What follows belongs to an exercise in optimizing a design on an open flow for small area, a short achievable clock period and few clock cycles per item; a production flow would make more cautious choices.
Function was checked by simulation only, so behaviour that the tests miss may differ from the original.

==> flow/design.v <==
`timescale 1ns / 1ps
package lsm_pkg;
    localparam int LatBits  = 24;
    localparam int FracBits = 16;
    localparam int MeanBits = LatBits + FracBits;
    localparam int CvBits   = 17;
    localparam logic [CvBits-1:0] CvOne = 17'h10000;
    localparam logic [1:0] REG_BURN   = 2'd0;
    localparam logic [1:0] REG_MINS   = 2'd1;
    localparam logic [1:0] REG_STABLE = 2'd2;
    localparam logic [1:0] REG_THRESH = 2'd3;
    localparam int MdSteps = 1;    
    localparam int MulBits = 2;    
    localparam int VsSteps = 1;    
    localparam int CdRows  = 1;    
endpackage
`timescale 1ns / 1ps
import lsm_pkg::*;
module lsm_unit (
    input  logic                clk,
    input  logic                rst_n,
    input  logic                in_valid,
    output logic                in_take,
    input  logic [15:0]         in_count,
    input  logic [17:0]         in_count3,    
    input  logic [MeanBits-1:0] in_mean,
    input  logic [LatBits-1:0]  in_min,
    input  logic [63:0]         in_sq,
    input  logic                in_burning,
    input  logic                in_restart,
    output logic                out_valid,
    input  logic                out_take,
    output logic [15:0]         out_count,
    output logic [MeanBits-1:0] out_mean,
    output logic [LatBits-1:0]  out_min,
    output logic [39:0]         out_sd,
    output logic                out_skip,      
    output logic                out_burning,
    output logic                out_restart
);
    localparam int VdCycles = 32 / VsSteps;
    localparam int SqCycles = 40 / VsSteps;
    logic                 busy_reg;
    logic                 done_reg;
    logic [5:0]           cnt_reg;
    logic [15:0]          count_reg;
    logic [MeanBits-1:0]  mean_reg;
    logic [LatBits-1:0]   min_reg;
    logic                 burning_reg;
    logic                 restart_reg;
    logic                 skip_reg;
    logic [15:0]          d_reg;       
    logic [17:0]          d3_reg;      
    logic [63:0]          vq_reg;      
    logic [15:0]          vr_reg;      
    logic [40:0]          sr_reg;      
    logic [39:0]          root_reg;
    assign in_take   = in_valid && (!(busy_reg || done_reg) || (done_reg && out_take));
    assign out_valid = done_reg;
    assign out_count = count_reg;
    assign out_mean  = mean_reg;
    assign out_min   = min_reg;
    assign out_sd    = root_reg;
    assign out_skip  = skip_reg || (root_reg >= mean_reg);
    assign out_burning = burning_reg;
    assign out_restart = restart_reg;
    logic [63:0] vq_n;
    logic [15:0] vr_n;
    always_comb
    begin
        logic [17:0] t;
        logic [18:0] e1, e2, e3;
        vq_n = vq_reg;
        vr_n = vr_reg;
        for (int i = 0; i < VsSteps; i++)
        begin
            t  = {vr_n, vq_n[63:62]};
            e1 = {1'b0, t} - {3'b000, d_reg};
            e2 = {1'b0, t} - {2'b00, d_reg, 1'b0};
            e3 = {1'b0, t} - {1'b0, d3_reg};
            vq_n = {vq_n[61:0], 2'b00};
            if (!e3[18])
            begin
                vq_n[1:0] = 2'd3;
                vr_n      = e3[15:0];
            end
            else if (!e2[18])
            begin
                vq_n[1:0] = 2'd2;
                vr_n      = e2[15:0];
            end
            else if (!e1[18])
            begin
                vq_n[1:0] = 2'd1;
                vr_n      = e1[15:0];
            end
            else
                vr_n = t[15:0];
        end
    end
    logic [40:0] sr_n;
    logic [39:0] root_n;
    always_comb
    begin
        logic [42:0] r4;
        logic [42:0] trial;
        logic [43:0] d;
        logic        feed;
        feed   = (cnt_reg <= 6'(VdCycles));
        sr_n   = sr_reg;
        root_n = root_reg;
        for (int i = 0; i < VsSteps; i++)
        begin
            r4     = {sr_n, (feed ? vq_reg[2*(VsSteps-1-i) +: 2] : 2'b00)};
            trial  = {1'b0, root_n, 2'b01};
            d      = {1'b0, r4} - {1'b0, trial};
            root_n = {root_n[38:0], ~d[43]};
            sr_n   = d[43] ? r4[40:0] : d[40:0];
        end
    end
    always_ff @(posedge clk or negedge rst_n)
    begin
        if (!rst_n)
        begin
            busy_reg <= 1'b0;
            done_reg <= 1'b0;
            cnt_reg  <= '0;
        end
        else
        begin
            if (in_take)
            begin
                cnt_reg <= '0;
                if (in_count < 16'd2 || in_mean == '0)
                begin
                    busy_reg <= 1'b0;
                    done_reg <= 1'b1;
                end
                else
                begin
                    busy_reg <= 1'b1;
                    done_reg <= 1'b0;
                end
            end
            else if (busy_reg)
            begin
                cnt_reg <= cnt_reg + 6'd1;
                if (cnt_reg == 6'(SqCycles))
                begin
                    busy_reg <= 1'b0;
                    done_reg <= 1'b1;
                end
            end
            else if (done_reg && out_take)
                done_reg <= 1'b0;
        end
    end
    always_ff @(posedge clk)
    begin
        if (in_take)
        begin
            count_reg   <= in_count;
            mean_reg    <= in_mean;
            min_reg     <= in_min;
            burning_reg <= in_burning;
            restart_reg <= in_restart;
            skip_reg    <= (in_count < 16'd2 || in_mean == '0);
            d_reg       <= in_count - 16'd1;
            d3_reg      <= in_count3 - 18'd3;
            vq_reg      <= in_sq;
            vr_reg      <= '0;
            sr_reg      <= '0;
            root_reg    <= '0;
        end
        else if (busy_reg)
        begin
            if (cnt_reg < 6'(VdCycles))
            begin
                vq_reg <= vq_n;
                vr_reg <= vr_n;
            end
            if (cnt_reg != 6'd0)
            begin
                sr_reg   <= sr_n;
                root_reg <= root_n;
            end
        end
    end
endmodule
module lsm_cvdiv (
    input  logic                clk,
    input  logic                rst_n,
    input  logic                in_valid,
    output logic                in_take,
    input  logic [15:0]         in_count,
    input  logic [MeanBits-1:0] in_mean,
    input  logic [LatBits-1:0]  in_min,
    input  logic [39:0]         in_sd,
    input  logic                in_skip,
    input  logic                in_burning,
    input  logic                in_restart,
    input  logic [15:0]         cfg_mins,
    input  logic [7:0]          cfg_stable,
    input  logic [16:0]         cfg_thresh,
    output logic                m_valid,
    input  logic                m_ready,
    output logic [111:0]        m_data,
    output logic [1:0]          m_user
);
    localparam int CdCycles = 16 / CdRows;
    typedef enum logic [1:0] {
        C_IDLE, C_CD, C_FIN, C_OUT
    } cstate_t;
    cstate_t              state_reg;
    logic                 valid_reg;
    logic [4:0]           cnt_reg;
    logic [15:0]          count_reg;
    logic [MeanBits-1:0]  mean_reg;
    logic [LatBits-1:0]   min_reg;
    logic                 burning_reg;
    logic                 restart_reg;
    logic [39:0]          rem_reg;
    logic [CvBits-1:0]    cv_reg;
    logic [7:0]           run_reg;
    logic                 settled_reg;
    assign in_take = in_valid && (state_reg == C_IDLE);
    assign m_valid = valid_reg;
    assign m_data  = {7'd0, run_reg, cv_reg, min_reg, mean_reg, count_reg};
    assign m_user  = {settled_reg, burning_reg};
    logic [39:0] rem_n;
    logic [15:0] cq_n;
    always_comb
    begin
        logic [40:0] t;
        logic [41:0] d;
        rem_n = rem_reg;
        cq_n  = cv_reg[15:0];
        for (int i = 0; i < CdRows; i++)
        begin
            t     = {rem_n, 1'b0};
            d     = {1'b0, t} - {2'b00, mean_reg};
            cq_n  = {cq_n[14:0], ~d[41]};
            rem_n = d[41] ? t[39:0] : d[39:0];
        end
    end
    logic [7:0] run_n;
    always_comb
    begin
        run_n = restart_reg ? 8'd0 : run_reg;
        if (!burning_reg)
        begin
            if (count_reg >= cfg_mins && cv_reg < cfg_thresh)
            begin
                if (run_n != 8'hFF)
                    run_n = run_n + 8'd1;
            end
            else
                run_n = 8'd0;
        end
    end
    always_ff @(posedge clk or negedge rst_n)
    begin
        if (!rst_n)
        begin
            state_reg <= C_IDLE;
            valid_reg <= 1'b0;
            cnt_reg   <= '0;
            run_reg   <= '0;
        end
        else
        begin
            unique case (state_reg)
                C_IDLE:
                begin
                    cnt_reg <= '0;
                    if (in_take)
                        state_reg <= in_skip ? C_FIN : C_CD;
                end
                C_CD:
                begin
                    cnt_reg <= cnt_reg + 5'd1;
                    if (cnt_reg == 5'(CdCycles - 1))
                        state_reg <= C_FIN;
                end
                C_FIN:
                begin
                    run_reg   <= run_n;
                    valid_reg <= 1'b1;
                    state_reg <= C_OUT;
                end
                C_OUT:
                begin
                    if (m_ready)
                    begin
                        valid_reg <= 1'b0;
                        state_reg <= C_IDLE;
                    end
                end
                default:
                    state_reg <= C_IDLE;
            endcase
        end
    end
    always_ff @(posedge clk)
    begin
        if (in_take)
        begin
            count_reg   <= in_count;
            mean_reg    <= in_mean;
            min_reg     <= in_min;
            burning_reg <= in_burning;
            restart_reg <= in_restart;
            rem_reg     <= in_sd;
            cv_reg      <= in_skip ? CvOne : '0;
        end
        else
        begin
            if (state_reg == C_CD)
            begin
                rem_reg <= rem_n;
                cv_reg  <= {1'b0, cq_n};
            end
            if (state_reg == C_FIN)
                settled_reg <= (run_n >= cfg_stable);
        end
    end
endmodule
`timescale 1ns / 1ps
import lsm_pkg::*;
module latency_stability_monitor_core (
    input  logic         clk,
    input  logic         rst_n,
    input  logic         s_axis_tvalid,
    output logic         s_axis_tready,
    input  logic [23:0]  s_axis_tdata,    
    input  logic         s_axis_tuser,    
    output logic         m_axis_tvalid,
    input  logic         m_axis_tready,
    output logic [111:0] m_axis_tdata,
    output logic [1:0]   m_axis_tuser,    
    input  logic         cfg_we,
    input  logic [1:0]   cfg_addr,
    input  logic [16:0]  cfg_wdata
);
    localparam int MdCycles  = 20 / MdSteps;
    localparam int MulCycles = 40 / MulBits;
    typedef enum logic [2:0] {
        A_IDLE, A_PREP, A_MD, A_MU, A_MUL, A_SQ, A_DONE
    } astate_t;
    astate_t             state_reg;
    logic                ready_reg;
    logic [4:0]          cnt_reg;
    logic [7:0]          burn_reg;
    logic [15:0]         count_reg;
    logic [17:0]         count3_reg;    
    logic [MeanBits-1:0] mean_reg;
    logic [63:0]         sq_reg;
    logic [LatBits-1:0]  min_reg;
    logic [7:0]          cfg_burn_reg;
    logic [15:0]         cfg_mins_reg;
    logic [7:0]          cfg_stable_reg;
    logic [16:0]         cfg_thresh_reg;
    logic [LatBits-1:0]  lat_reg;
    logic                rst_reg;       
    logic                up_reg;
    logic                burning_reg;
    logic                restart_reg;
    logic [MeanBits-1:0] mag_reg;    
    logic [MeanBits-1:0] q_reg;      
    logic [15:0]         r_reg;      
    logic [MeanBits-1:0] hi_reg;     
    logic take, hand, hand2;
    logic                b_valid;
    logic [15:0]         b_count;
    logic [MeanBits-1:0] b_mean;
    logic [LatBits-1:0]  b_min;
    logic [39:0]         b_sd;
    logic                b_skip, b_burning, b_restart;
    lsm_unit u_var (
        .clk(clk), .rst_n(rst_n),
        .in_valid(state_reg == A_DONE), .in_take(hand),
        .in_count(count_reg), .in_count3(count3_reg), .in_mean(mean_reg),
        .in_min(min_reg), .in_sq(sq_reg), .in_burning(burning_reg),
        .in_restart(restart_reg),
        .out_valid(b_valid), .out_take(hand2),
        .out_count(b_count), .out_mean(b_mean), .out_min(b_min),
        .out_sd(b_sd), .out_skip(b_skip), .out_burning(b_burning),
        .out_restart(b_restart)
    );
    lsm_cvdiv u_cv (
        .clk(clk), .rst_n(rst_n),
        .in_valid(b_valid), .in_take(hand2),
        .in_count(b_count), .in_mean(b_mean), .in_min(b_min), .in_sd(b_sd),
        .in_skip(b_skip), .in_burning(b_burning), .in_restart(b_restart),
        .cfg_mins(cfg_mins_reg), .cfg_stable(cfg_stable_reg),
        .cfg_thresh(cfg_thresh_reg),
        .m_valid(m_axis_tvalid), .m_ready(m_axis_tready),
        .m_data(m_axis_tdata), .m_user(m_axis_tuser)
    );
    assign s_axis_tready = ready_reg;
    assign take = s_axis_tvalid && ready_reg;
    logic [7:0]          burn_e;
    logic [15:0]         count_e;
    logic [17:0]         count3_e;
    logic [MeanBits-1:0] mean_e;
    logic [LatBits-1:0]  min_e;
    logic                burn_in;
    logic                inc;
    logic [MeanBits-1:0] x_ext;
    logic [MeanBits:0]   dxm;
    logic [MeanBits-1:0] dmx;
    always_comb
    begin
        burn_e   = rst_reg ? 8'd0 : burn_reg;
        count_e  = rst_reg ? 16'd0 : count_reg;
        count3_e = rst_reg ? 18'd0 : count3_reg;
        mean_e   = rst_reg ? '0 : mean_reg;
        min_e    = rst_reg ? '1 : min_reg;
        burn_in  = burn_e < cfg_burn_reg;
        inc      = count_e != 16'hFFFF;
        x_ext    = {lat_reg, {FracBits{1'b0}}};
        dxm      = {1'b0, x_ext} - {1'b0, mean_e};
        dmx      = mean_e - x_ext;
    end
    logic [MeanBits-1:0] q_n;
    logic [15:0]         r_n;
    always_comb
    begin
        logic [17:0] t;
        logic [18:0] e1, e2, e3;
        q_n = q_reg;
        r_n = r_reg;
        for (int i = 0; i < MdSteps; i++)
        begin
            t   = {r_n, q_n[MeanBits-1:MeanBits-2]};
            e1  = {1'b0, t} - {3'b000, count_reg};
            e2  = {1'b0, t} - {2'b00, count_reg, 1'b0};
            e3  = {1'b0, t} - {1'b0, count3_reg};
            q_n = {q_n[MeanBits-3:0], 2'b00};
            if (!e3[18])
            begin
                q_n[1:0] = 2'd3;
                r_n      = e3[15:0];
            end
            else if (!e2[18])
            begin
                q_n[1:0] = 2'd2;
                r_n      = e2[15:0];
            end
            else if (!e1[18])
            begin
                q_n[1:0] = 2'd1;
                r_n      = e1[15:0];
            end
            else
                r_n = t[15:0];
        end
    end
    logic [MeanBits+MulBits-1:0] psum;
    assign psum = {{MulBits{1'b0}}, hi_reg} + q_reg * mag_reg[MulBits-1:0];
    logic [64:0] acc;
    assign acc = {1'b0, sq_reg} + {1'b0, hi_reg, mag_reg[MeanBits-1:FracBits]};
    always_ff @(posedge clk or negedge rst_n)
    begin
        if (!rst_n)
        begin
            state_reg      <= A_IDLE;
            ready_reg      <= 1'b1;
            cnt_reg        <= '0;
            burn_reg       <= '0;
            count_reg      <= '0;
            count3_reg     <= '0;
            mean_reg       <= '0;
            sq_reg         <= '0;
            min_reg        <= '1;
            burning_reg    <= 1'b0;
            restart_reg    <= 1'b0;
            cfg_burn_reg   <= 8'd5;
            cfg_mins_reg   <= 16'd5;
            cfg_stable_reg <= 8'd5;
            cfg_thresh_reg <= 17'd1966;
        end
        else
        begin
            unique case (state_reg)
                A_IDLE:
                begin
                    if (take)
                    begin
                        ready_reg <= 1'b0;
                        state_reg <= A_PREP;
                    end
                end
                A_PREP:
                begin
                    restart_reg <= rst_reg;
                    count_reg   <= count_e;
                    count3_reg  <= count3_e;
                    mean_reg    <= mean_e;
                    min_reg     <= min_e;
                    cnt_reg     <= '0;
                    if (rst_reg)
                        sq_reg <= '0;
                    if (burn_in)
                    begin
                        burn_reg    <= burn_e + 8'd1;
                        burning_reg <= 1'b1;
                        state_reg   <= A_DONE;
                    end
                    else
                    begin
                        burn_reg    <= burn_e;
                        burning_reg <= 1'b0;
                        if (inc)
                        begin
                            count_reg  <= count_e + 16'd1;
                            count3_reg <= count3_e + 18'd3;
                        end
                        if (lat_reg < min_e)
                            min_reg <= lat_reg;
                        state_reg   <= A_MD;
                    end
                end
                A_MD:
                begin
                    cnt_reg <= cnt_reg + 5'd1;
                    if (cnt_reg == 5'(MdCycles - 1))
                        state_reg <= A_MU;
                end
                A_MU:
                begin
                    mean_reg  <= up_reg ? mean_reg + q_reg : mean_reg - q_reg;
                    cnt_reg   <= '0;
                    state_reg <= A_MUL;
                end
                A_MUL:
                begin
                    cnt_reg <= cnt_reg + 5'd1;
                    if (cnt_reg == 5'(MulCycles - 1))
                        state_reg <= A_SQ;
                end
                A_SQ:
                begin
                    sq_reg    <= acc[64] ? '1 : acc[63:0];
                    state_reg <= A_DONE;
                end
                A_DONE:
                begin
                    if (hand)
                    begin
                        ready_reg <= 1'b1;
                        state_reg <= A_IDLE;
                    end
                end
                default:
                    state_reg <= A_IDLE;
            endcase
            if (cfg_we)
            begin
                unique case (cfg_addr)
                    REG_BURN:   cfg_burn_reg   <= cfg_wdata[7:0];
                    REG_MINS:   cfg_mins_reg   <= cfg_wdata[15:0];
                    REG_STABLE: cfg_stable_reg <= cfg_wdata[7:0];
                    REG_THRESH: cfg_thresh_reg <= cfg_wdata;
                    default:    cfg_burn_reg   <= cfg_burn_reg;
                endcase
            end
        end
    end
    always_ff @(posedge clk)
    begin
        if (take)
        begin
            lat_reg <= s_axis_tdata;
            rst_reg <= s_axis_tuser;
        end
        unique case (state_reg)
            A_PREP:
            begin
                up_reg  <= !dxm[MeanBits];
                mag_reg <= dxm[MeanBits] ? dmx : dxm[MeanBits-1:0];
                q_reg   <= dxm[MeanBits] ? dmx : dxm[MeanBits-1:0];
                r_reg   <= '0;
            end
            A_MD:
            begin
                q_reg <= q_n;
                r_reg <= r_n;
            end
            A_MU:
            begin
                q_reg  <= mag_reg - q_reg;    
                hi_reg <= '0;
            end
            A_MUL:
            begin
                hi_reg  <= psum[MeanBits+MulBits-1:MulBits];
                mag_reg <= {psum[MulBits-1:0], mag_reg[MeanBits-1:MulBits]};
            end
            default:
            begin
            end
        endcase
    end
endmodule
==> flow/run.sh <==
#!/bin/bash
# synth_recipe.tcl (not shown) runs the flow's synth.tcl, then flattens the netlist and writes it again
# the make line also repeats each setting of config.mk as NAME=value (left out here)
make -C /OpenROAD-flow-scripts/flow DESIGN_CONFIG=/design/flow/config.mk WORK_HOME=/design/flow/orfs CLKGATE_MAP_FILE= SYNTH_SCRIPT=/design/flow/synth_recipe.tcl finish
==> flow/config.mk <==
export PLATFORM = sky130hd
export DESIGN_NAME = latency_stability_monitor_core
export DESIGN_NICKNAME = latency_stability_monitor_core
export VERILOG_FILES = /design/flow/design.v
export SDC_FILE = /design/flow/constraint.sdc
export NUM_CORES = 4
export LEC_CHECK = 0
export ABC_AREA = 1
export CAP_MARGIN = 20
export CORE_MARGIN = 2
export CORE_UTILIZATION = 50
export SLEW_MARGIN = 20
==> flow/constraint.sdc <==
create_clock -name core_clock -period 6.0 [get_ports {clk}]
set_input_delay 1.2000 -clock core_clock [delete_from_list [all_inputs] [get_ports {clk}]]
set_output_delay 1.2000 -clock core_clock [all_outputs]
set_load 0.01 [all_outputs]
==> results of run 1 <==
## worst max path at each step
stage | start | cells past startpoint | end
final | q_reg[1] | 23 | mean_reg[38]
after global routing | q_reg[1] | 22 | mean_reg[30]
after CTS | q_reg[1] | 22 | mean_reg[30]
after detailed placement | q_reg[1] | 22 | mean_reg[30]
after global placement | q_reg[1] | 22 | mean_reg[30]
after floorplan | u_cv.state_reg[0] | 8 | u_var.burning_reg
## metal layers
layer	part of all wire	vias up	wire length, um	track usage
li1	-	29600	-	-
met1	0.41	29200	101000	0.471
met2	0.45	2599	111000	0.581
met3	0.075	559	18300	0.0514
met4	0.062	4	15300	0.206
met5	0.00026	-	63	0
## worst max-delay path, stage by stage (launching register included)
cell and delay [ns]:
edfxtp_1 0.43, inv_1 0.20, ha_1 0.24, nand4_1 0.13, nor2_1 0.21, nand4_1 0.17
nand3b_1 0.23, nor2_1 0.34, nand2_1 0.25, nor2_1 0.25, nand2_1 0.09, nand2_1 0.10
nand2_1 0.07, xor2_1 0.15, ha_1 0.37, inv_1 0.10, nor3_1 0.36, and3_1 0.30
nand4_1 0.17, nand3_1 0.14, a21oi_1 0.06, o21ai_0 0.20, nand2_1 0.08, o21ai_0 0.08
## synth_stat cells, types with 16 or more instances
| library cell | n |
|---|---|
| ha_1 | 539 |
| nor2_1 | 856 |
| xnor2_1 | 70 |
| dfxtp_1 | 97 |
| nand3_1 | 407 |
| buf_4 | 32 |
| edfxtp_1 | 483 |
| nand3b_1 | 21 |
| inv_2 | 17 |
| nand2_2 | 20 |
| nand2_1 | 1928 |
| o21a_1 | 42 |
| clkbuf_1 | 136 |
| dfstp_2 | 39 |
| nor3_1 | 70 |
| or2_2 | 25 |
| a21o_1 | 67 |
| dfrtp_1 | 215 |
| fa_1 | 51 |
| o22ai_1 | 16 |
| inv_1 | 1354 |
| a21oi_1 | 723 |
| o211ai_1 | 87 |
| o21bai_1 | 64 |
| a21boi_0 | 18 |
| o21ai_1 | 41 |
| a31oi_1 | 73 |
| o21ai_0 | 761 |
| xor2_1 | 254 |
| nand4_1 | 97 |
| nor4_1 | 38 |
| buf_2 | 28 |
## final cells by class
class,count,area share
flip-flops and latches,834,0.317
inverters,1379,0.0720
diodes,6,0.000208
clock inverters,72,0.0121
repair buffers,212,0.0281
clock buffers,112,0.0353
multi-input cells,6420,0.505
well taps,1742,0.0302
## cells by family after synthesis
group / share of synthesized area
simple gates: 0.223
compound gates: 0.170
buf+inv: 0.0957
flops: 0.349
fa+ha+maj: 0.119
xor+xnor: 0.0434
other cells: 0.0000573
## through the flow
step	worst slack (ns)	instances	utilization
6_report	1.20	10800	0.556
4_1_cts	1.26	10800	0.556
5_1_grt	0.828	10800	0.556
3_5_place_dp	1.26	10600	0.529
3_3_place_gp	1.24	10600	0.529
2_1_floorplan	0.750	8855	-
==> reports/results.txt, run 1 <==
The flow ran to the end and the layout has no timing, DRC or antenna violations. The post-route clock period utilization is 0.800. Setup repair after global routing left no endpoint under its margin.

In the final routed layout, each cell accounts on average for 22.7 um. After clock tree synthesis, the clock-pin slew on the worst setup and hold paths is 0.06 ns. In the routed layout, each cell is associated on average with a via count of 5.75. The logs give 59.3k for the via count of the first global-routing pass and 366000 um for the first-pass GRT wire length. The half-perimeter wire length after placement is 197000 um. The reg-to-reg startpoint was q_reg[1].

The number of antenna violations at the first check in global routing is 13. The placed instances occupy a cell area of 68600 sq um. At the pin with the least slew margin, the transition time is 1.05 ns. Counting cells, the worst reg-to-reg path comes to 23. The number of register bits inferred by synthesis was 834; the final-layout fill cell count was 12.5k.

The layout overhead on the synthesized area was 10.2%. The total clock buffers created by CTS was 97; the H-tree depth was 3. The worst hold path begins at u_var.count_reg[8]. The number of nets with antenna violations after detailed routing is 0, and the post-cts hold buffer count is 0. Pin placement for this block handled 165 I/O pins. After detailed routing, the number of remaining DRC violations is 0. In the layout the commonest cells are nand2_1 (1922), inv_1 (1348), nor2_1 (850), o21ai_0 (761), a21oi_1 (723). After synthesis the cells add up to 65400 sq um.

Averaged over all synthesized cells, the footprint is 7.39 sq um. The global router's overall resource usage was 0.363. For this block, the initial DRC count from the detailed router was 6206. For this block, the via count after detailed routing is 62.0k. The synthesized design contains 483 enable-type register cells.

The die is 366 um wide. The proportion of layout cells with a drive suffix above 1 works out to 0.0452. Along the worst path, the maximum fanout reaches 6. At the end of the flow, the number of nets in the layout was 9583. The total overflow left after global routing is 0. The logs give 7 for the detailed-routing iteration count for the pre-antenna-repair pass and 245000 um for the routed wire length. The worst hold path stage count works out to 0.

Leaving out fill and tap cells, the most frequent cell in the layout is nand2_1. The routability congestion estimate came out at 1.05. Entering global routing, the biggest net connects 93 pins. TritonCTS built the clock tree.

The placeable core region was 130000 sq um. Flip-flop cell with the highest count after synthesis: edfxtp_1. The tools report the setup TNS as 0 ns.

The cell chosen for the clock root is clkbuf_16. The worst endpoint data arrival time was 5.44 ns; the maximum clock skew at final layout was 0.0535 ns. The area fraction of the dominant cell type after synthesis was 0.222. Number of pins exceeding their max-slew limit in the final report: 0. The die covers 134000 sq um. The largest area contributor in the synthesized netlist is edfxtp_1.

The count of warnings emitted by yosys is 3. The sequential element share of the synthesized area is 0.349, and the worst slack on hold paths is 0.419 ns. Summing all multi-input logic gate instances after layout gives 36400 sq um. The worst hold path terminates at u_cv.count_reg[8].

The share of flip-flops with an asynchronous set or reset is 0.305, and the reported max-cap violation count is 0. The required time of the critical path is 6.64 ns. The cell count after synthesis came out at 8849. The setup check on the worst reg-to-reg path leaves a slack of 1.20 ns. The run gives 0.288 as the worst slew margin relative to its limit. The worst setup path is launched from a register.

For the count of standard-cell rows, the log shows 132. The worst setup path is of the reg2reg kind. In the post-synthesis netlist, the biggest area contributors are edfxtp_1 (22%), nand2_1 (11%), ha_1 (10%).

Buffers placed on the I/O ports in this run total 157. The worst setup path is captured at a register. The tools report the number of different library cells in the post-synthesis netlist as 76. Path category of the worst min-delay check: reg2reg. Clock tree synthesis found a total of 834 sinks.

The tools report the number of endpoints with negative hold slack in the final report as 0. Setup violations remaining at the end of the flow were counted as 0. The post-CTS resize count was 0; the number of buffers on the longest clock path was 3. The end of the worst register-to-register path is mean_reg[38]. The final instance area was 72100 sq um. The die span in y came out at 366 um. The buffers inserted during post-CTS setup optimization was 0.

Initial cell density of the core: 0.504. For the worst-skew pair, the clock arrives at the later sink with an insertion delay of 0.74 ns.

Counting I/O delays and the setup requirement, the final critical path takes 4.80 ns. The maximum clock rate is 0.208 GHz. The total area of sequential cells is 22900 sq um.
Testbench counts, summed over its fixed seeds: cycles 101,412, items 2,400.
==> run 2: changes to the inputs <==
--- a/flow/design.v
+++ b/flow/design.v
@@ -9,10 +9,7 @@
     localparam logic [1:0] REG_MINS   = 2'd1;
     localparam logic [1:0] REG_STABLE = 2'd2;
     localparam logic [1:0] REG_THRESH = 2'd3;
-    localparam int MdSteps = 1;    
-    localparam int MulBits = 2;    
-    localparam int VsSteps = 1;    
-    localparam int CdRows  = 1;    
+    localparam int CdRows = 1;
 endpackage
 `timescale 1ns / 1ps
 import lsm_pkg::*;
@@ -38,11 +35,16 @@
     output logic                out_burning,
     output logic                out_restart
 );
-    localparam int VdCycles = 32 / VsSteps;
-    localparam int SqCycles = 40 / VsSteps;
+    localparam logic [1:0] PK_NONE = 2'd0;    
+    localparam logic [1:0] PK_STEP = 2'd1;    
+    localparam logic [1:0] PK_SKIP = 2'd2;    
+    localparam logic [1:0] PK_ZERO = 2'd3;    
     logic                 busy_reg;
     logic                 done_reg;
-    logic [5:0]           cnt_reg;
+    logic [5:0]           vs_reg;      
+    logic [5:0]           ss_reg;      
+    logic [1:0]           pk_reg;      
+    logic                 lead_reg;    
     logic [15:0]          count_reg;
     logic [MeanBits-1:0]  mean_reg;
     logic [LatBits-1:0]   min_reg;
@@ -66,36 +68,39 @@
     assign out_restart = restart_reg;
     logic [63:0] vq_n;
     logic [15:0] vr_n;
+    logic        vskip;
+    logic        vnz;
     always_comb
     begin
         logic [17:0] t;
         logic [18:0] e1, e2, e3;
-        vq_n = vq_reg;
-        vr_n = vr_reg;
-        for (int i = 0; i < VsSteps; i++)
+        vskip = lead_reg && (vr_reg == '0) && (vq_reg[63:56] == '0) &&
+                (vs_reg <= 6'd28);
+        t  = {vr_reg, vq_reg[63:62]};
+        e1 = {1'b0, t} - {3'b000, d_reg};
+        e2 = {1'b0, t} - {2'b00, d_reg, 1'b0};
+        e3 = {1'b0, t} - {1'b0, d3_reg};
+        vq_n = {vq_reg[61:0], 2'b00};
+        vnz  = 1'b1;
+        if (!e3[18])
+        begin
+            vq_n[1:0] = 2'd3;
+            vr_n      = e3[15:0];
+        end
+        else if (!e2[18])
         begin
-            t  = {vr_n, vq_n[63:62]};
-            e1 = {1'b0, t} - {3'b000, d_reg};
-            e2 = {1'b0, t} - {2'b00, d_reg, 1'b0};
-            e3 = {1'b0, t} - {1'b0, d3_reg};
-            vq_n = {vq_n[61:0], 2'b00};
-            if (!e3[18])
-            begin
-                vq_n[1:0] = 2'd3;
-                vr_n      = e3[15:0];
-            end
-            else if (!e2[18])
-            begin
-                vq_n[1:0] = 2'd2;
-                vr_n      = e2[15:0];
-            end
-            else if (!e1[18])
-            begin
-                vq_n[1:0] = 2'd1;
-                vr_n      = e1[15:0];
-            end
-            else
-                vr_n = t[15:0];
+            vq_n[1:0] = 2'd2;
+            vr_n      = e2[15:0];
+        end
+        else if (!e1[18])
+        begin
+            vq_n[1:0] = 2'd1;
+            vr_n      = e1[15:0];
+        end
+        else
+        begin
+            vr_n = t[15:0];
+            vnz  = 1'b0;
         end
     end
     logic [40:0] sr_n;
@@ -105,32 +110,34 @@
         logic [42:0] r4;
         logic [42:0] trial;
         logic [43:0] d;
-        logic        feed;
-        feed   = (cnt_reg <= 6'(VdCycles));
-        sr_n   = sr_reg;
-        root_n = root_reg;
-        for (int i = 0; i < VsSteps; i++)
-        begin
-            r4     = {sr_n, (feed ? vq_reg[2*(VsSteps-1-i) +: 2] : 2'b00)};
-            trial  = {1'b0, root_n, 2'b01};
-            d      = {1'b0, r4} - {1'b0, trial};
-            root_n = {root_n[38:0], ~d[43]};
-            sr_n   = d[43] ? r4[40:0] : d[40:0];
-        end
-    end
+        r4     = {sr_reg, ((pk_reg == PK_STEP) ? vq_reg[1:0] : 2'b00)};
+        trial  = {1'b0, root_reg, 2'b01};
+        d      = {1'b0, r4} - {1'b0, trial};
+        root_n = {root_reg[38:0], ~d[43]};
+        sr_n   = d[43] ? r4[40:0] : d[40:0];
+    end
+    logic [5:0] ss_n;
+    assign ss_n = ss_reg + ((pk_reg == PK_SKIP) ? 6'd4 :
+                            (pk_reg == PK_NONE) ? 6'd0 : 6'd1);
     always_ff @(posedge clk or negedge rst_n)
     begin
         if (!rst_n)
         begin
             busy_reg <= 1'b0;
             done_reg <= 1'b0;
-            cnt_reg  <= '0;
+            vs_reg   <= '0;
+            ss_reg   <= '0;
+            pk_reg   <= PK_NONE;
+            lead_reg <= 1'b1;
         end
         else
         begin
             if (in_take)
             begin
-                cnt_reg <= '0;
+                vs_reg   <= '0;
+                ss_reg   <= '0;
+                pk_reg   <= PK_NONE;
+                lead_reg <= 1'b1;
                 if (in_count < 16'd2 || in_mean == '0)
                 begin
                     busy_reg <= 1'b0;
@@ -144,8 +151,22 @@
             end
             else if (busy_reg)
             begin
-                cnt_reg <= cnt_reg + 6'd1;
-                if (cnt_reg == 6'(SqCycles))
+                ss_reg <= ss_n;
+                if (vs_reg == 6'd32)
+                    pk_reg <= PK_ZERO;
+                else if (vskip)
+                begin
+                    vs_reg <= vs_reg + 6'd4;
+                    pk_reg <= PK_SKIP;
+                end
+                else
+                begin
+                    vs_reg <= vs_reg + 6'd1;
+                    pk_reg <= PK_STEP;
+                    if (vnz)
+                        lead_reg <= 1'b0;
+                end
+                if (ss_n == 6'd40)
                 begin
                     busy_reg <= 1'b0;
                     done_reg <= 1'b1;
@@ -174,12 +195,17 @@
         end
         else if (busy_reg)
         begin
-            if (cnt_reg < 6'(VdCycles))
+            if (vs_reg != 6'd32)
             begin
-                vq_reg <= vq_n;
-                vr_reg <= vr_n;
+                if (vskip)
+                    vq_reg <= {vq_reg[55:0], 8'd0};
+                else
+                begin
+                    vq_reg <= vq_n;
+                    vr_reg <= vr_n;
+                end
             end
-            if (cnt_reg != 6'd0)
+            if (pk_reg == PK_STEP || pk_reg == PK_ZERO)
             begin
                 sr_reg   <= sr_n;
                 root_reg <= root_n;
@@ -342,14 +368,12 @@
     input  logic [1:0]   cfg_addr,
     input  logic [16:0]  cfg_wdata
 );
-    localparam int MdCycles  = 20 / MdSteps;
-    localparam int MulCycles = 40 / MulBits;
     typedef enum logic [2:0] {
         A_IDLE, A_PREP, A_MD, A_MU, A_MUL, A_SQ, A_DONE
     } astate_t;
     astate_t             state_reg;
-    logic                ready_reg;
-    logic [4:0]          cnt_reg;
+    logic                pend_reg;      
+    logic [4:0]          cnt_reg;       
     logic [7:0]          burn_reg;
     logic [15:0]         count_reg;
     logic [17:0]         count3_reg;    
@@ -397,8 +421,8 @@
         .m_valid(m_axis_tvalid), .m_ready(m_axis_tready),
         .m_data(m_axis_tdata), .m_user(m_axis_tuser)
     );
-    assign s_axis_tready = ready_reg;
-    assign take = s_axis_tvalid && ready_reg;
+    assign s_axis_tready = !pend_reg;
+    assign take = s_axis_tvalid && !pend_reg;
     logic [7:0]          burn_e;
     logic [15:0]         count_e;
     logic [17:0]         count3_e;
@@ -424,40 +448,43 @@
     end
     logic [MeanBits-1:0] q_n;
     logic [15:0]         r_n;
+    logic                mskip;
     always_comb
     begin
         logic [17:0] t;
         logic [18:0] e1, e2, e3;
-        q_n = q_reg;
-        r_n = r_reg;
-        for (int i = 0; i < MdSteps; i++)
+        mskip = (r_reg == '0) && (q_reg[MeanBits-1:MeanBits-8] == '0) &&
+                (cnt_reg <= 5'd16);
+        t   = {r_reg, q_reg[MeanBits-1:MeanBits-2]};
+        e1  = {1'b0, t} - {3'b000, count_reg};
+        e2  = {1'b0, t} - {2'b00, count_reg, 1'b0};
+        e3  = {1'b0, t} - {1'b0, count3_reg};
+        q_n = {q_reg[MeanBits-3:0], 2'b00};
+        if (!e3[18])
+        begin
+            q_n[1:0] = 2'd3;
+            r_n      = e3[15:0];
+        end
+        else if (!e2[18])
         begin
-            t   = {r_n, q_n[MeanBits-1:MeanBits-2]};
-            e1  = {1'b0, t} - {3'b000, count_reg};
-            e2  = {1'b0, t} - {2'b00, count_reg, 1'b0};
-            e3  = {1'b0, t} - {1'b0, count3_reg};
-            q_n = {q_n[MeanBits-3:0], 2'b00};
-            if (!e3[18])
-            begin
-                q_n[1:0] = 2'd3;
-                r_n      = e3[15:0];
-            end
-            else if (!e2[18])
-            begin
-                q_n[1:0] = 2'd2;
-                r_n      = e2[15:0];
-            end
-            else if (!e1[18])
-            begin
-                q_n[1:0] = 2'd1;
-                r_n      = e1[15:0];
-            end
-            else
-                r_n = t[15:0];
+            q_n[1:0] = 2'd2;
+            r_n      = e2[15:0];
         end
+        else if (!e1[18])
+        begin
+            q_n[1:0] = 2'd1;
+            r_n      = e1[15:0];
+        end
+        else
+            r_n = t[15:0];
     end
-    logic [MeanBits+MulBits-1:0] psum;
-    assign psum = {{MulBits{1'b0}}, hi_reg} + q_reg * mag_reg[MulBits-1:0];
+    logic [MeanBits+1:0] psum;
+    logic                uskip;
+    assign psum  = {2'b00, hi_reg} + q_reg * mag_reg[1:0];
+    assign uskip = (mag_reg[7:0] == '0) && (cnt_reg <= 5'd16);
+    logic [4:0] cnt_n;
+    assign cnt_n = cnt_reg + ((mskip && state_reg == A_MD) ||
+                              (uskip && state_reg == A_MUL) ? 5'd4 : 5'd1);
     logic [64:0] acc;
     assign acc = {1'b0, sq_reg} + {1'b0, hi_reg, mag_reg[MeanBits-1:FracBits]};
     always_ff @(posedge clk or negedge rst_n)
@@ -465,7 +492,7 @@
         if (!rst_n)
         begin
             state_reg      <= A_IDLE;
-            ready_reg      <= 1'b1;
+            pend_reg       <= 1'b0;
             cnt_reg        <= '0;
             burn_reg       <= '0;
             count_reg      <= '0;
@@ -482,17 +509,17 @@
         end
         else
         begin
+            if (take)
+                pend_reg <= 1'b1;
             unique case (state_reg)
                 A_IDLE:
                 begin
-                    if (take)
-                    begin
-                        ready_reg <= 1'b0;
+                    if (pend_reg)
                         state_reg <= A_PREP;
-                    end
                 end
                 A_PREP:
                 begin
+                    pend_reg    <= 1'b0;
                     restart_reg <= rst_reg;
                     count_reg   <= count_e;
                     count3_reg  <= count3_e;
@@ -523,8 +550,8 @@
                 end
                 A_MD:
                 begin
-                    cnt_reg <= cnt_reg + 5'd1;
-                    if (cnt_reg == 5'(MdCycles - 1))
+                    cnt_reg <= cnt_n;
+                    if (cnt_n == 5'd20)
                         state_reg <= A_MU;
                 end
                 A_MU:
@@ -535,8 +562,8 @@
                 end
                 A_MUL:
                 begin
-                    cnt_reg <= cnt_reg + 5'd1;
-                    if (cnt_reg == 5'(MulCycles - 1))
+                    cnt_reg <= cnt_n;
+                    if (cnt_n == 5'd20)
                         state_reg <= A_SQ;
                 end
                 A_SQ:
@@ -547,10 +574,7 @@
                 A_DONE:
                 begin
                     if (hand)
-                    begin
-                        ready_reg <= 1'b1;
-                        state_reg <= A_IDLE;
-                    end
+                        state_reg <= pend_reg ? A_PREP : A_IDLE;
                 end
                 default:
                     state_reg <= A_IDLE;
@@ -584,8 +608,13 @@
             end
             A_MD:
             begin
-                q_reg <= q_n;
-                r_reg <= r_n;
+                if (mskip)
+                    q_reg <= {q_reg[MeanBits-9:0], 8'd0};
+                else
+                begin
+                    q_reg <= q_n;
+                    r_reg <= r_n;
+                end
             end
             A_MU:
             begin
@@ -594,8 +623,16 @@
             end
             A_MUL:
             begin
-                hi_reg  <= psum[MeanBits+MulBits-1:MulBits];
-                mag_reg <= {psum[MulBits-1:0], mag_reg[MeanBits-1:MulBits]};
+                if (uskip)
+                begin
+                    hi_reg  <= {8'd0, hi_reg[MeanBits-1:8]};
+                    mag_reg <= {hi_reg[7:0], mag_reg[MeanBits-1:8]};
+                end
+                else
+                begin
+                    hi_reg  <= psum[MeanBits+1:2];
+                    mag_reg <= {psum[1:0], mag_reg[MeanBits-1:2]};
+                end
             end
             default:
             begin
--- a/flow/config.mk
+++ b/flow/config.mk
@@ -8,5 +8,6 @@
 export ABC_AREA = 1
 export CAP_MARGIN = 20
 export CORE_MARGIN = 2
-export CORE_UTILIZATION = 50
+export CORE_UTILIZATION = 55
+export SETUP_SLACK_MARGIN = 2.5
 export SLEW_MARGIN = 20
==> run 2 against run 1 <==
Net effect: still clean; worst setup slack improved by 1.2 ns; first-iteration DRC count rose by 38%; register-to-register slack improved by 1.2 ns; largest cell class unchanged.
==> reports/results.txt, run 2 <==
Required time of the critical path: 6.62 ns (was 6.64 ns). The maximum clock rate is 0.278 GHz (was 0.208 GHz). The maximum single-stage delay on the critical path was 0.65 ns (was 0.43 ns). The tools report the reg-to-reg startpoint as q_reg[24] (was q_reg[1]). Cell type of the slowest stage on the worst timing path: edfxtp_1 (unchanged). Maximum clock skew at final layout: 0.0398 ns (was 0.0535 ns). The most frequent cell on the critical path was nand2_1 (unchanged). Most common cell after layout, fill and taps aside: nand2_1 (unchanged).

The number of nets with antenna violations after detailed routing is 0 (unchanged). The flow ran to the end and the layout has no timing, DRC or antenna violations.

The post-cts hold buffer count came out at 0 (unchanged). The post-route non-filler standard cell count was 11.5k (was 10.8k). The clock slew seen by the registers of the worst setup and hold paths works out to 0.07 ns (was 0.06 ns). The pin count of the biggest net entering global routing is 138 (was 93). The count of flip-flops with a built-in enable after synthesis came out at 483 (unchanged). The number of pins exceeding their max-slew limit in the final report is 0 (unchanged). Capturing instance or port of the critical path: mean_reg[39] (was mean_reg[38]).

The setup TNS was 0 ns (unchanged). The remaining global-route overflow is 0 (unchanged). The number of register bits inferred by synthesis came out at 843 (was 834). The run gives 9605 (was 8849) as the cell count after synthesis. The run gives 1.07 (was 1.05) as the routability congestion estimate.

The share of flip-flops with an asynchronous set or reset came out at 0.312 (was 0.305). The reported max-cap violation count is 0 (unchanged). The count of standard-cell rows came out at 129 (was 132). Setup repair after global routing could not meet its margin everywhere. The number of antenna violations at the first check in global routing is 5 (was 13).

List of most frequent post-synthesis cells: nand2_1 (2503), inv_1 (1326), nor2_1 (960) (was nand2_1 (1928), inv_1 (1354), nor2_1 (856)). The run gives 8551 (was 6206) as the violation count after the first detailed-routing iteration. Most frequent cells in the layout: nand2_1 (2453), inv_1 (1299), nor2_1 (904), a21oi_1 (794), o21ai_0 (606) (was nand2_1 (1922), inv_1 (1348), nor2_1 (850), o21ai_0 (761), a21oi_1 (723)). The detail-routed net length per standard cell is 22.8 um (was 22.7 um), and the half-perimeter wire length after placement is 203000 um (was 197000 um). The run gives 11.2k (was 10.6k) as the number of cells after detailed placement.

The run gives 388000 um (was 366000 um) as the first-pass GRT wire length. The proportion of layout cells with a drive suffix above 1 is 0.0820 (was 0.0452). The final net count was 10.4k (was 9583); the slew at the pin closest to its max-slew limit was 1.10 ns (was 1.05 ns). The synthesized area divided by synthesized cell count works out to 7.11 sq um (was 7.39 sq um).

For the detailed-routing iteration count for the pre-antenna-repair pass, the log shows 8 (was 7). The worst endpoint data arrival time is 4.22 ns (was 5.44 ns). The tools report the critical path startpoint category as a register (unchanged).

The launch point of the critical path was q_reg[24] (was q_reg[1]). The detail-routed via count per cell was 6.00 (was 5.75); the minimum clock period after layout was 3.60 ns (was 4.80 ns). The die span in y is 356 um (was 366 um). Sequential element share of the synthesized area: 0.338 (was 0.349). The logs give 127000 sq um (was 134000 sq um) for the floorplan die area and 94 (was 97) for the total clock buffers created by CTS. The layout overhead on the synthesized area works out to 13.2% (was 10.2%).

The post-route clock period utilization was 0.600 (was 0.800). For the initial cell density of the core, the log shows 0.553 (was 0.504). The tools report the register-to-register setup slack as 2.40 ns (was 1.20 ns).

Most instantiated library cell after synthesis: nand2_1 (unchanged). The end of the worst register-to-register path was mean_reg[39] (was mean_reg[38]). The cell chosen for the clock root was clkbuf_16 (unchanged). The worst slew margin relative to its limit was 0.260 (was 0.288); the number of different library cells in the post-synthesis netlist was 71 (was 76). For the netlist area before placement, the log shows 68300 sq um (was 65400 sq um). The logs give 0.400 (was 0.363) for the global router's overall resource usage and 3 (unchanged) for the number of buffers on the longest clock path. The critical path endpoint category was a register (unchanged).

The tools report the number of setup violations in the final report as 0 (unchanged). The routed wire length is 262000 um (was 245000 um). The clock net sink count was 843 (was 834).

The count of warnings emitted by yosys came out at 3 (unchanged). The critical path class was reg2reg (unchanged). The run gives 0 (unchanged) as the number of remaining DRC errors.

The path depth of the worst reg2reg path is 19 (was 23). The largest area contributor in the synthesized netlist is edfxtp_1 (unchanged). The placeable core region was 123000 sq um (was 130000 sq um).

Critical Path, Cell by Cell: nor2_1 > inv_1 > nor3_1 > nand2_1 > nor4_1 > nand2_1 > xor2_1 > a21oi_1 > ha_1 > inv_1 > nor3_2 > nand2_1 > nor2_2 > a211oi_2 > nand2_1 > nand2_1 > nand3_1 > nand2_1 > nand2_1 (was inv_1 > ha_1 > nand4_1 > nor2_1 > nand4_1 > nand3b_1 > nor2_1 > nand2_1 > nor2_1 > nand2_1 > nand2_1 > nand2_1 > xor2_1 > ha_1 > inv_1 > nor3_1 > and3_1 > nand4_1 > nand3_1 > a21oi_1 > o21ai_0 > nand2_1 > o21ai_0). The run gives 0.76 ns (was 0.74 ns) as the clock latency on the worst-skew pair. The width of the chip was 356 um (was 366 um); the number of endpoints with negative hold slack in the final report was 0 (unchanged).

The path category of the worst min-delay check was in2async (was reg2reg). The run gives 69.1k (was 62.0k) as the total number of vias. The area fraction of the dominant cell type after synthesis was 0.212 (was 0.222). For the H-tree depth, the log shows 3 (unchanged). Number of input and output port buffers inserted: 157 (unchanged). Biggest fanout along the worst timing path: 6 (unchanged). TritonCTS built the clock tree. Top cells by area, synth: edfxtp_1 (21%), nand2_1 (14%), ha_1 (10%) (was edfxtp_1 (22%), nand2_1 (11%), ha_1 (10%)). The worst setup slack before clock tree synthesis is 1.72 ns (was 1.26 ns), and the I/O pin total is 165 (unchanged). For the via count of the first global-routing pass, the log shows 64.9k (was 59.3k). The smallest setup slack after layout was 2.40 ns (was 1.20 ns); the final-layout fill cell count was 11.3k (was 12.5k). Flip-flop cell with the highest count after synthesis: edfxtp_1 (unchanged).
run 2: cell count changes after synthesis, moves of 28 or more:
| cell | previous run | this run |
|---|---|---|
| nor3_1 | 70 | 114 |
| o22ai_1 | 16 | 47 |
| inv_1 | 1354 | 1326 |
| a31oi_1 | 73 | 30 |
| o21ai_0 | 761 | 649 |
| o211ai_1 | 87 | 58 |
| nand3_1 | 407 | 505 |
| nand2_1 | 1928 | 2503 |
| a21oi_1 | 723 | 841 |
| a22oi_1 | 2 | 44 |
| nor2_1 | 856 | 960 |
run 2: kinds of logic after synthesis:
logic type	Yosys count	share of synthesized area
AO/OA/AOI/OAI	1895	0.152
other	1	0.0000549
flip-flops	843	0.338
buffers and inverters	1609	0.0925
XOR/XNOR	327	0.0419
adder cells (fa/ha/maj)	597	0.115
AND/OR/NAND/NOR	4333	0.261
run 2: per-stage QoR:
stage | cell area (sq um) | hold WS, ns | util
after detailed placement | 71200 | 0.405 | 0.577
after floorplan | 68300 | 0.400 | -
after global routing | 77400 | 0.413 | 0.626
after global placement | 71200 | 0.401 | 0.577
final | 77400 | 0.386 | 0.627
after CTS | 75700 | 0.370 | 0.613
run 2: worst max-delay path: cells and delay by family, from the launching register on:
family	cells	cell delay, ns
fa+ha+maj	1	0.34
buf+inv	2	0.25
xor+xnor	1	0.17
compound gates	2	0.55
simple gates	13	1.51
flops	1	0.65
run 2: final cells by class:
| class | count | area (sq um) | area share |
|---|---|---|---|
| Multi-Input combinational cell | 7161 | 40600 | 0.525 |
| Clock buffer | 123 | 2550 | 0.0330 |
| Inverter | 1348 | 5180 | 0.0669 |
| Sequential cell | 843 | 23100 | 0.298 |
| Clock inverter | 55 | 652 | 0.00843 |
| Timing Repair inverter | 3 | 23.8 | 0.000307 |
| Antenna cell | 2 | 5.00 | 0.0000647 |
| Timing Repair Buffer | 341 | 3220 | 0.0417 |
| Tap cell | 1637 | 2050 | 0.0265 |
run 2: what timing repair did:
item | in CTS | in global routing
pin swaps | 35 | 60
gates resized for setup | 195 | 258
gates cloned | 4 | 6
setup endpoints to repair | 469 | 398
buffers inserted | 57 | 72
run 2: how the worst min path moves through the flow:
stage / startpoint / end / slack, ns / depth (start not counted)
after floorplan: u_var.burning_reg / u_cv.burning_reg / 0.40 / 0
after global placement: u_var.count_reg[3] / u_cv.count_reg[3] / 0.40 / 0
after detailed placement: u_var.count_reg[0] / u_cv.count_reg[0] / 0.40 / 0
after CTS: rst_n / u_cv.run_reg[4] / 0.37 / 1
after global routing: rst_n / u_cv.run_reg[4] / 0.41 / 1
final: rst_n / u_cv.run_reg[4] / 0.39 / 1
run 2: per-layer routing:
metal  vias to the layer above  global-route usage  wire length (um)  share of wire
met1                     32400               0.530            104000           0.40
met5                         -                   0                28        0.00011
met4                         6               0.221             16700          0.064
met3                       763              0.0691             26200           0.10
li1                      32000                   -                 -              -
met2                      3880               0.623            115000           0.44
Testbench counts of run 2, summed over its fixed seeds: cycles 79,300, items 2,400.
==> run 3: changes to the inputs <==
--- a/flow/design.v
+++ b/flow/design.v
@@ -22,7 +22,7 @@
     input  logic [17:0]         in_count3,    
     input  logic [MeanBits-1:0] in_mean,
     input  logic [LatBits-1:0]  in_min,
-    input  logic [63:0]         in_sq,
+    input  logic [63:0]         in_p,         
     input  logic                in_burning,
     input  logic                in_restart,
     output logic                out_valid,
@@ -51,6 +51,7 @@
     logic                 burning_reg;
     logic                 restart_reg;
     logic                 skip_reg;
+    logic [63:0]          sq_reg;      
     logic [15:0]          d_reg;       
     logic [17:0]          d3_reg;      
     logic [63:0]          vq_reg;      
@@ -66,6 +67,14 @@
     assign out_skip  = skip_reg || (root_reg >= mean_reg);
     assign out_burning = burning_reg;
     assign out_restart = restart_reg;
+    logic [64:0] acc;
+    logic [63:0] sq_new;
+    always_comb
+    begin
+        acc    = {1'b0, (in_restart ? 64'd0 : sq_reg)} +
+                 {1'b0, (in_burning ? 64'd0 : in_p)};
+        sq_new = acc[64] ? '1 : acc[63:0];
+    end
     logic [63:0] vq_n;
     logic [15:0] vr_n;
     logic        vskip;
@@ -74,8 +83,8 @@
     begin
         logic [17:0] t;
         logic [18:0] e1, e2, e3;
-        vskip = lead_reg && (vr_reg == '0) && (vq_reg[63:56] == '0) &&
-                (vs_reg <= 6'd28);
+        vskip = lead_reg && (vr_reg[15:8] == '0) &&
+                ({vr_reg[7:0], vq_reg[63:56]} < d_reg) && (vs_reg <= 6'd28);
         t  = {vr_reg, vq_reg[63:62]};
         e1 = {1'b0, t} - {3'b000, d_reg};
         e2 = {1'b0, t} - {2'b00, d_reg, 1'b0};
@@ -129,11 +138,13 @@
             ss_reg   <= '0;
             pk_reg   <= PK_NONE;
             lead_reg <= 1'b1;
+            sq_reg   <= '0;
         end
         else
         begin
             if (in_take)
             begin
+                sq_reg   <= sq_new;
                 vs_reg   <= '0;
                 ss_reg   <= '0;
                 pk_reg   <= PK_NONE;
@@ -188,7 +199,7 @@
             skip_reg    <= (in_count < 16'd2 || in_mean == '0);
             d_reg       <= in_count - 16'd1;
             d3_reg      <= in_count3 - 18'd3;
-            vq_reg      <= in_sq;
+            vq_reg      <= sq_new;
             vr_reg      <= '0;
             sr_reg      <= '0;
             root_reg    <= '0;
@@ -198,7 +209,10 @@
             if (vs_reg != 6'd32)
             begin
                 if (vskip)
+                begin
                     vq_reg <= {vq_reg[55:0], 8'd0};
+                    vr_reg <= {vr_reg[7:0], vq_reg[63:56]};
+                end
                 else
                 begin
                     vq_reg <= vq_n;
@@ -249,6 +263,7 @@
     logic [CvBits-1:0]    cv_reg;
     logic [7:0]           run_reg;
     logic                 settled_reg;
+    logic                 mins_ok_reg;    
     assign in_take = in_valid && (state_reg == C_IDLE);
     assign m_valid = valid_reg;
     assign m_data  = {7'd0, run_reg, cv_reg, min_reg, mean_reg, count_reg};
@@ -270,18 +285,28 @@
         end
     end
     logic [7:0] run_n;
+    logic       settled_n;
     always_comb
     begin
-        run_n = restart_reg ? 8'd0 : run_reg;
-        if (!burning_reg)
+        logic [7:0] run0, run_inc;
+        logic       ok;
+        run0    = restart_reg ? 8'd0 : run_reg;
+        run_inc = (run0 != 8'hFF) ? run0 + 8'd1 : run0;
+        ok      = mins_ok_reg && (cv_reg < cfg_thresh);
+        if (burning_reg)
         begin
-            if (count_reg >= cfg_mins && cv_reg < cfg_thresh)
-            begin
-                if (run_n != 8'hFF)
-                    run_n = run_n + 8'd1;
-            end
-            else
-                run_n = 8'd0;
+            run_n     = run0;
+            settled_n = (run0 >= cfg_stable);
+        end
+        else if (ok)
+        begin
+            run_n     = run_inc;
+            settled_n = (run_inc >= cfg_stable);
+        end
+        else
+        begin
+            run_n     = 8'd0;
+            settled_n = (cfg_stable == 8'd0);
         end
     end
     always_ff @(posedge clk or negedge rst_n)
@@ -336,6 +361,7 @@
             min_reg     <= in_min;
             burning_reg <= in_burning;
             restart_reg <= in_restart;
+            mins_ok_reg <= (in_count >= cfg_mins);
             rem_reg     <= in_sd;
             cv_reg      <= in_skip ? CvOne : '0;
         end
@@ -347,7 +373,7 @@
                 cv_reg  <= {1'b0, cq_n};
             end
             if (state_reg == C_FIN)
-                settled_reg <= (run_n >= cfg_stable);
+                settled_reg <= settled_n;
         end
     end
 endmodule
@@ -369,7 +395,7 @@
     input  logic [16:0]  cfg_wdata
 );
     typedef enum logic [2:0] {
-        A_IDLE, A_PREP, A_MD, A_MU, A_MUL, A_SQ, A_DONE
+        A_IDLE, A_PREP, A_MD, A_MU, A_MUL, A_DONE
     } astate_t;
     astate_t             state_reg;
     logic                pend_reg;      
@@ -378,7 +404,6 @@
     logic [15:0]         count_reg;
     logic [17:0]         count3_reg;    
     logic [MeanBits-1:0] mean_reg;
-    logic [63:0]         sq_reg;
     logic [LatBits-1:0]  min_reg;
     logic [7:0]          cfg_burn_reg;
     logic [15:0]         cfg_mins_reg;
@@ -404,7 +429,7 @@
         .clk(clk), .rst_n(rst_n),
         .in_valid(state_reg == A_DONE), .in_take(hand),
         .in_count(count_reg), .in_count3(count3_reg), .in_mean(mean_reg),
-        .in_min(min_reg), .in_sq(sq_reg), .in_burning(burning_reg),
+        .in_min(min_reg), .in_p({hi_reg, mag_reg[MeanBits-1:FracBits]}), .in_burning(burning_reg),
         .in_restart(restart_reg),
         .out_valid(b_valid), .out_take(hand2),
         .out_count(b_count), .out_mean(b_mean), .out_min(b_min),
@@ -453,7 +478,8 @@
     begin
         logic [17:0] t;
         logic [18:0] e1, e2, e3;
-        mskip = (r_reg == '0) && (q_reg[MeanBits-1:MeanBits-8] == '0) &&
+        mskip = (r_reg[15:8] == '0) &&
+                ({r_reg[7:0], q_reg[MeanBits-1:MeanBits-8]} < count_reg) &&
                 (cnt_reg <= 5'd16);
         t   = {r_reg, q_reg[MeanBits-1:MeanBits-2]};
         e1  = {1'b0, t} - {3'b000, count_reg};
@@ -485,8 +511,6 @@
     logic [4:0] cnt_n;
     assign cnt_n = cnt_reg + ((mskip && state_reg == A_MD) ||
                               (uskip && state_reg == A_MUL) ? 5'd4 : 5'd1);
-    logic [64:0] acc;
-    assign acc = {1'b0, sq_reg} + {1'b0, hi_reg, mag_reg[MeanBits-1:FracBits]};
     always_ff @(posedge clk or negedge rst_n)
     begin
         if (!rst_n)
@@ -498,7 +522,6 @@
             count_reg      <= '0;
             count3_reg     <= '0;
             mean_reg       <= '0;
-            sq_reg         <= '0;
             min_reg        <= '1;
             burning_reg    <= 1'b0;
             restart_reg    <= 1'b0;
@@ -526,8 +549,6 @@
                     mean_reg    <= mean_e;
                     min_reg     <= min_e;
                     cnt_reg     <= '0;
-                    if (rst_reg)
-                        sq_reg <= '0;
                     if (burn_in)
                     begin
                         burn_reg    <= burn_e + 8'd1;
@@ -556,7 +577,8 @@
                 end
                 A_MU:
                 begin
-                    mean_reg  <= up_reg ? mean_reg + q_reg : mean_reg - q_reg;
+                    mean_reg  <= mean_reg + (q_reg ^ {MeanBits{!up_reg}}) +
+                                 {{(MeanBits-1){1'b0}}, !up_reg};
                     cnt_reg   <= '0;
                     state_reg <= A_MUL;
                 end
@@ -564,12 +586,7 @@
                 begin
                     cnt_reg <= cnt_n;
                     if (cnt_n == 5'd20)
-                        state_reg <= A_SQ;
-                end
-                A_SQ:
-                begin
-                    sq_reg    <= acc[64] ? '1 : acc[63:0];
-                    state_reg <= A_DONE;
+                        state_reg <= A_DONE;
                 end
                 A_DONE:
                 begin
@@ -609,7 +626,10 @@
             A_MD:
             begin
                 if (mskip)
+                begin
                     q_reg <= {q_reg[MeanBits-9:0], 8'd0};
+                    r_reg <= {r_reg[7:0], q_reg[MeanBits-1:MeanBits-8]};
+                end
                 else
                 begin
                     q_reg <= q_n;
--- a/flow/config.mk
+++ b/flow/config.mk
@@ -9,5 +9,5 @@
 export CAP_MARGIN = 20
 export CORE_MARGIN = 2
 export CORE_UTILIZATION = 55
-export SETUP_SLACK_MARGIN = 2.5
+export SETUP_SLACK_MARGIN = 2.7
 export SLEW_MARGIN = 20
==> run 3 against run 2 <==
Net effect: fmax increased by 2.7%; global-route usage fell by 1.3 points; synthesized cell count decreased by 7.8%; hold slack gained 0.036 ns; utilization grew 5.2 points; clock skew increased by 0.014 ns; die area decreased by 2.5%; register-to-register slack better by 0.09 ns; sequential cell count is 1 higher; first-iteration DRC count decreased by 8.9%.
==> reports/results.txt, run 3 <==
The flow ran to the end and the layout has no timing, DRC or antenna violations. Most instantiated library cell after synthesis: nand2_1 (unchanged). The flip-flop cell with the highest count after synthesis was edfxtp_1 (unchanged). The detail-routed net length per standard cell is 23.1 um (was 22.8 um). The first-pass GRT wire length is 365000 um (was 388000 um), and the worst slew margin relative to its limit is 0.104 (was 0.260). The run gives 77 (was 71) as the number of different library cells in the post-synthesis netlist.

Number of antenna violations at the first check in global routing: 4 (was 5). The path category of the worst min-delay check was reg2reg (was in2async). The run gives 0 (unchanged) as the post-cts hold buffer count. The maximum clock skew at final layout is 0.0543 ns (was 0.0398 ns), and the final net count is 9945 (was 10.4k). The I/O pin total was 165 (unchanged).

Most common cell after layout, fill and taps aside: nand2_1 (unchanged). The slew at the pin closest to its max-slew limit came out at 1.34 ns (was 1.10 ns). The synthesized area divided by synthesized cell count is 7.52 sq um (was 7.11 sq um). The logs give 0.387 (was 0.400) for the global router's overall resource usage and 0.347 (was 0.338) for the sequential element share of the synthesized area. For the total clock buffers created by CTS, the log shows 97 (was 94). For the final-layout fill cell count, the log shows 10.1k (was 11.3k). The worst endpoint data arrival time was 3.97 ns (was 4.22 ns).

The initial cell density of the core was 0.555 (was 0.553). The die span in y is 352 um (was 356 um), and the routed length on met2 is 108000 um (was 115000 um). The critical path endpoint category was a register (unchanged). The count of warnings emitted by yosys was 3 (unchanged). The count of standard-cell rows was 127 (was 129). The post-route clock period utilization was 0.584 (was 0.600). The layout overhead on the synthesized area was 22.3% (was 13.2%); the count of flip-flops with a built-in enable after synthesis was 484 (was 483).

For the post-placement cell area, the log shows 69600 sq um (was 71200 sq um). The area fraction of the dominant cell type after synthesis is 0.218 (was 0.212). The xor/xnor share of the synthesized area came out at 0.0475 (was 0.0419).

The tools report the netlist area before placement as 66600 sq um (was 68300 sq um). Cell chosen for the clock root: clkbuf_16 (unchanged). For the wire length on met3, the log shows 26700 um (was 26200 um). The reported max-cap violation count was 0 (unchanged).

The tools report the critical path startpoint category as a register (unchanged). The detailed-routing iteration count for the pre-antenna-repair pass came out at 7 (was 8). For the half-perimeter wire length after placement, the log shows 185000 um (was 203000 um). The H-tree depth came out at 3 (unchanged). Setup repair after global routing could not meet its margin everywhere. Clock slew seen by the registers of the worst setup and hold paths: 0.06 ns (was 0.07 ns).

The number of nets with antenna violations after detailed routing was 0 (unchanged); the number of endpoints with negative hold slack in the final report was 0 (unchanged). The smallest setup slack after layout came out at 2.50 ns (was 2.40 ns). The cell count after synthesis is 8856 (was 9605), and the fraction of synthesized area in multiplexers is 0 (unchanged). The required time of the critical path is 6.47 ns (was 6.62 ns), and the routed wire length is 253000 um (was 262000 um). The tools report the number of setup violations in the final report as 0 (unchanged). The top layer used by detailed routing is met5 (unchanged). The pin count of the biggest net entering global routing was 160 (was 138); the total area of multi-input combinational cells was 41900 sq um (was 40600 sq um).

The clock latency on the worst-skew pair came out at 0.75 ns (was 0.76 ns). The number of pins exceeding their max-slew limit in the final report was 0 (unchanged). The fraction of the mapped netlist area in compound gates is 0.185 (was 0.152), and the number of remaining DRC errors is 0 (unchanged). The dominant combinational cell family by area after synthesis is simple AND/OR/NAND/NOR gates (unchanged). Routability congestion estimate: 1.03 (was 1.07). The clock net sink count was 844 (was 843). The critical path class was reg2reg (unchanged).

Top cells by area, synth: edfxtp_1 (22%), ha_1 (11%), nand2_1 (9.9%) (was edfxtp_1 (21%), nand2_1 (14%), ha_1 (10%)). The setup TNS was 0 ns (unchanged); the total area of sequential cells was 23100 sq um (about the same). The maximum clock rate was 0.285 GHz (was 0.278 GHz); the number of cells after detailed placement was 10.4k (was 11.2k).

The violation count after the first detailed-routing iteration was 7792 (was 8551); the detailed-routing wirelength on met1 was 104000 um (about the same). Number of buffers on the longest clock path: 3 (unchanged). The tools report the via count of the first global-routing pass as 60.8k (was 64.9k). The minimum clock period after layout came out at 3.50 ns (was 3.60 ns).

TritonCTS built the clock tree. The number of register bits inferred by synthesis was 844 (was 843); the worst setup slack before clock tree synthesis was 1.28 ns (was 1.72 ns). The placeable core region came out at 120000 sq um (was 123000 sq um).

The detail-routed via count per cell is 6.06 (was 6.00). The share of flip-flops with an asynchronous set or reset was 0.312 (about the same); the post-synthesis share of cell area spent on full adders, half adders and majority gates was 0.125 (was 0.115).

The largest area contributor in the synthesized netlist is edfxtp_1 (unchanged). The post-route non-filler standard cell count is 11.0k (was 11.5k), and the biggest fanout along the worst timing path is 6 (unchanged). The simple-gate area share of the yosys netlist came out at 0.200 (was 0.261). The proportion of layout cells with a drive suffix above 1 is 0.164 (was 0.0820), and the final instance area is 81400 sq um (was 77400 sq um). The number of input and output port buffers inserted came out at 157 (unchanged). Most frequent cells in the layout: nand2_1 (1630), inv_1 (1294), nor2_1 (742), a21oi_1 (615), o21ai_0 (561) (was nand2_1 (2453), inv_1 (1299), nor2_1 (904), a21oi_1 (794), o21ai_0 (606)).

The remaining global-route overflow was 0 (unchanged); the total number of vias was 66.4k (was 69.1k). List of most frequent post-synthesis cells: nand2_1 (1753), inv_1 (1345), nor2_1 (876) (was nand2_1 (2503), inv_1 (1326), nor2_1 (960)). The floorplan die area was 124000 sq um (was 127000 sq um).

The width of the chip came out at 352 um (was 356 um).
-- run 3: cell count changes in the layout (fill, tap and decap cells not counted), sizes merged, moves of 53 or more --
| cell | before | now |
|---|---|---|
| nand2 | 2521 | 1765 |
| nand3 | 516 | 293 |
| buf | 181 | 379 |
| o21ai | 677 | 844 |
| a21oi | 846 | 729 |
| a31oi | 30 | 120 |
| nor2 | 978 | 898 |
| xnor2 | 74 | 127 |
-- run 3: layer usage --
layer / vias to the layer above / track usage
li1: 30600 / -
met1: 31600 / 0.545
met2: 3583 / 0.577
met3: 695 / 0.0720
met4: 4 / 0.178
met5: - / 0
-- run 3: cell type report --
class | count | share of cell area
multi-input combinational | 6401 | 0.515
sequential | 844 | 0.284
timing repair buffer | 549 | 0.0690
inverter | 1364 | 0.0643
clock buffer | 133 | 0.0341
tap | 1612 | 0.0248
clock inverter | 51 | 0.00721
timing repair inverter | 7 | 0.00131
antenna | 4 | 0.000123
-- run 3: final timing paths --
| check | from | slack, ns | end | depth (start not counted) |
|---|---|---|---|---|
| worst min-delay path | u_var.min_reg[23] | 0.42 | u_cv.min_reg[23] | 0 |
| max in group asynchronous | rst_n | 4.25 | u_var.done_reg | 2 |
| worst min register to register | u_var.min_reg[23] | 0.42 | u_cv.min_reg[23] | 0 |
| worst max register to register | burning_reg | 2.50 | u_var.vq_reg[38] | 17 |
| worst max-delay path | burning_reg | 2.50 | u_var.vq_reg[38] | 17 |
| min in group asynchronous | rst_n | 0.48 | mean_reg[28] | 1 |
-- run 3: cells by family (layout without fill, tap and decap cells) --
family | Yosys count | after routing
adder cells (fa/ha/maj) | 632 | 632
buffers and inverters | 1618 | 2104
XOR/XNOR | 361 | 361
AND/OR/NAND/NOR | 3241 | 3242
other | 1 | 11
flip-flops | 844 | 844
AO/OA/AOI/OAI | 2159 | 2159
-- run 3: per-stage QoR --
stage / utilization / hold slack (ns)
after floorplan: - / 0.400
after CTS: 0.631 / 0.421
after detailed placement: 0.580 / 0.405
after global placement: 0.580 / 0.401
after global routing: 0.679 / 0.422
final: 0.679 / 0.421
-- run 3: worst max-delay path: stages (launching register included) --
cell,delay [ns]
dfrtp_4,0.53
buf_6,0.16
clkbuf_16,0.18
nor2_4,0.13
inv_2,0.06
fa_2,0.42
o21ai_4,0.22
a21boi_4,0.09
o21ai_2,0.15
buf_6,0.14
a21oi_4,0.07
inv_2,0.11
a21oi_4,0.09
nor2_1,0.16
nor2_1,0.09
xnor2_1,0.16
o21ai_2,0.33
o21ai_1,0.11
-- run 3: what timing repair did --
action | CTS | global route
pin swaps | 54 | 192
setup buffers | 111 | 196
endpoints found under the setup margin | 334 | 457
cloned | 8 | 20
gates resized for setup | 368 | 981
Testbench counts of run 3, summed over its fixed seeds: cycles 75,397, items 2,400.

-- static timing again, ports no longer ideal --
In the flow no input, the clock included, has a driving cell. The finished layouts below were timed again as built, in two steps.
Step 1 sets driving cells, clkbuf_16 on the clock port and buf_2 on the other inputs (assumed; they add their load-dependent delay and slew).
Step 2 also shifts input and output timing later by t, the mid clock arrival at the registers, as if the neighbouring blocks saw the same clock.
Three values: ideal ports, drivers, drivers and shift; two values: the first two.
run | t (ns) | setup slack, ns | clock arrival spread, ns | slew at the worst register clock pin (ns)
run 1 | 0.791 | 1.202 / 1.202 / 1.202 | 0.059 / 0.058 | 0.07 / 0.07
run 2 | 0.822 | 2.402 / 2.402 / 2.402 | 0.040 / 0.040 | 0.07 / 0.07
run 3 | 0.799 | 2.496 / 2.496 / 2.496 | 0.058 / 0.058 | 0.07 / 0.07
After both steps every run listed still meets setup and hold.
